This design comes from an exercise in tuning for small area and a short achievable clock period on the open sky130 flow, not from production work.
Only simulation tests tie the RTL to the original design; equivalence was not proved.
Power and IR drop assume default switching activity.

Setup of build 66:
==> flow/design.v (excerpt) <==
module audioTop (
  input  logic clk,
  input  logic Reset,
  input  logic sck,
  input  logic mosi,
  input  logic ssel,
  output logic miso,
  output logic audio
);
Size: ~3,100 cells after synthesis, ~2,200 flip-flops, ~7 I/O pins, ~54,000 µm² of cells after synthesis.
clock: 10.0 ns
lec_check: 0
cap_margin: 20
core_margin: 2
core_utilization: 65
cts_cluster_diameter: 100
cts_cluster_size: 26
slew_margin: 20
standard.sh (not shown) runs the stock make flow with config.mk's settings and CLKGATE_MAP_FILE= SYNTH_SCRIPT=/design/flow/synth_recipe.tcl, a recipe that flattens the netlist after the stock synthesis.
==> flow/flow/run.sh <==
#!/bin/bash
set -euo pipefail
ARGS=("BUFFER_PORTS_ARGS=-buffer_cell sky130_fd_sc_hd__buf_4" SETUP_SLACK_MARGIN=7.0)
bash standard.sh "${ARGS[@]}" place > make_place.log 2>&1
PLATFORM_DIR=$FLOW_HOME/platforms/sky130hd MV_DB=orfs/results/sky130hd/audioTop/base/3_place.odb \
  openroad -no_init -exit flow/move_out_ffs.tcl > move_out_ffs.log 2>&1
bash standard.sh "${ARGS[@]}" finish > make_finish.log 2>&1
==> flow/flow/move_out_ffs.tcl <==
# Move each flip-flop that drives an output-port buffer next to that buffer,
# then legalize. Reads and writes the placed database given in MV_DB.
read_lef $::env(PLATFORM_DIR)/lef/sky130_fd_sc_hd.tlef
read_lef $::env(PLATFORM_DIR)/lef/sky130_fd_sc_hd_merged.lef
read_db $::env(MV_DB)
set block [ord::get_db_block]
foreach bt [$block getBTerms] {
  if {[$bt getIoType] ne "OUTPUT"} { continue }
  set net [$bt getNet]
  set buf ""
  foreach it [$net getITerms] { if {[$it isOutputSignal]} { set buf [$it getInst] } }
  if {$buf eq ""} { continue }
  set ff ""
  foreach it [$buf getITerms] {
    if {![$it isInputSignal]} { continue }
    set n [$it getNet]
    if {$n eq "NULL"} { continue }
    foreach it2 [$n getITerms] {
      if {[$it2 isOutputSignal] && [string match "*df*" [[$it2 getInst] getMaster] ] } {}
      if {[$it2 isOutputSignal]} { set ff [$it2 getInst] }
    }
  }
  if {$ff eq ""} { continue }
  set m [[$ff getMaster] getName]
  if {![string match "*__df*" $m]} { puts "MV skip [$bt getName]: driver $m"; continue }
  set loc [$buf getLocation]
  set bx [lindex $loc 0]; set by [lindex $loc 1]
  set old [$ff getLocation]
  $ff setLocation $bx $by
  $ff setPlacementStatus PLACED
  puts "MV [$bt getName]: moved [$ff getName] ($m) from $old to near [$buf getName] at $loc"
}
detailed_placement
check_placement
write_db $::env(MV_DB)
Build 66 reached the end of the flow, and the finished layout is clean on the timing, DRC and antenna checks.
For build 48, these inputs were changed with respect to build 66:
Settings: CTS_CLUSTER_SIZE: 26 -> 22.
==> flow/flow/run.sh <==
#!/bin/bash
set -euo pipefail
bash standard.sh "BUFFER_PORTS_ARGS=-buffer_cell sky130_fd_sc_hd__buf_4" \
  SETUP_SLACK_MARGIN=7.3 finish > make_finish.log 2>&1
removed: flow/flow/move_out_ffs.tcl
Findings:
Build 48 completed end to end with timing, DRC and antenna clean. Per the final summary, build 66 finished and its layout is clean on timing, DRC and antenna. Post-placement setup slack: build 48 vs build 66 up 130 ps. Compared with build 66, build 48 shows a higher aggregate global-route resource usage. Compared with build 66, build 48 shows a higher power consumed by the clock network. Re sequential share of cell area: build 48 and build 66 aren't equal, and the lower value belongs to build 48. The non-clock buffer count in build 48 sits 9.7% above the value recorded for build 66.
Input changes introduced in build 61 (baseline for comparison: build 48):
Settings: CTS_CLUSTER_SIZE: 22 -> 26.
==> flow/flow/run.sh <==
#!/bin/bash
set -euo pipefail
ARGS=("BUFFER_PORTS_ARGS=-buffer_cell sky130_fd_sc_hd__buf_4" SETUP_SLACK_MARGIN=7.6)
bash standard.sh "${ARGS[@]}" place > make_place.log 2>&1
PLATFORM_DIR=$FLOW_HOME/platforms/sky130hd MV_DB=orfs/results/sky130hd/audioTop/base/3_place.odb \
  openroad -no_init -exit flow/move_out_ffs.tcl > move_out_ffs.log 2>&1
bash standard.sh "${ARGS[@]}" finish > make_finish.log 2>&1
==> flow/flow/move_out_ffs.tcl (new file) <==
# Move each flip-flop that drives an output-port buffer next to that buffer,
# then legalize. Reads and writes the placed database given in MV_DB.
read_lef $::env(PLATFORM_DIR)/lef/sky130_fd_sc_hd.tlef
read_lef $::env(PLATFORM_DIR)/lef/sky130_fd_sc_hd_merged.lef
read_db $::env(MV_DB)
set block [ord::get_db_block]
foreach bt [$block getBTerms] {
  if {[$bt getIoType] ne "OUTPUT"} { continue }
  set net [$bt getNet]
  set buf ""
  foreach it [$net getITerms] { if {[$it isOutputSignal]} { set buf [$it getInst] } }
  if {$buf eq ""} { continue }
  set ff ""
  foreach it [$buf getITerms] {
    if {![$it isInputSignal]} { continue }
    set n [$it getNet]
    if {$n eq "NULL"} { continue }
    foreach it2 [$n getITerms] {
      if {[$it2 isOutputSignal] && [string match "*df*" [[$it2 getInst] getMaster] ] } {}
      if {[$it2 isOutputSignal]} { set ff [$it2 getInst] }
    }
  }
  if {$ff eq ""} { continue }
  set m [[$ff getMaster] getName]
  if {![string match "*__df*" $m]} { puts "MV skip [$bt getName]: driver $m"; continue }
  set loc [$buf getLocation]
  set bx [lindex $loc 0]; set by [lindex $loc 1]
  set old [$ff getLocation]
  $ff setLocation $bx $by
  $ff setPlacementStatus PLACED
  puts "MV [$bt getName]: moved [$ff getName] ($m) from $old to near [$buf getName] at $loc"
}
detailed_placement
check_placement
write_db $::env(MV_DB)
### Flow results
Looking only at number of vias after detailed routing, and setting everything else aside, the higher value of build 61 and build 48 goes to build 61.
Sequential share of cell area: build 61 lower than build 48
Build 61 reports its cell at the slowest stage of the critical path as sky130_fd_sc_hd__dfrtp_1 while build 48 reports sky130_fd_sc_hd__dfrtp_2.
On summed area of non-filler cells in the final layout, build 61 and build 48 are basically level.
Antenna diode count is lower on build 48

## re-timing with driven ports
How much do the figures lean on ideal ports? The routed layouts below were timed once more, with nothing changed but the port constraints.
Step 1: set_driving_cell puts a clkbuf_16 on clk and a buf_2 on each other input, an assumption about the parent block.
Step 2 moves the port delays by t, midway between the first and last clock arrival at a register: inputs arrive t later, outputs are due t later. That takes back most of the time a late clock gives input paths.
Three values: ideal, step 1, step 2; two values: the first two.
| run | t, ns | setup slack, ns | hold slack, ns | worst data-port slew with drivers (ns) | pins driven straight from the clock port |
|---|---|---|---|---|---|
| build 66 | 0.734 | 6.775 / 6.708 / 7.074 | 0.314 / 0.314 / 0.314 | 0.03 | 1 |
| build 48 | 0.752 | 6.703 / 6.634 / 7.017 | 0.316 / 0.316 / 0.316 | 0.03 | 1 |
| build 61 | 0.729 | 6.811 / 6.743 / 7.109 | 0.314 / 0.314 / 0.314 | 0.03 | 1 |
After both steps setup and hold are still met in every run listed. Setup slack includes reset recovery checks.
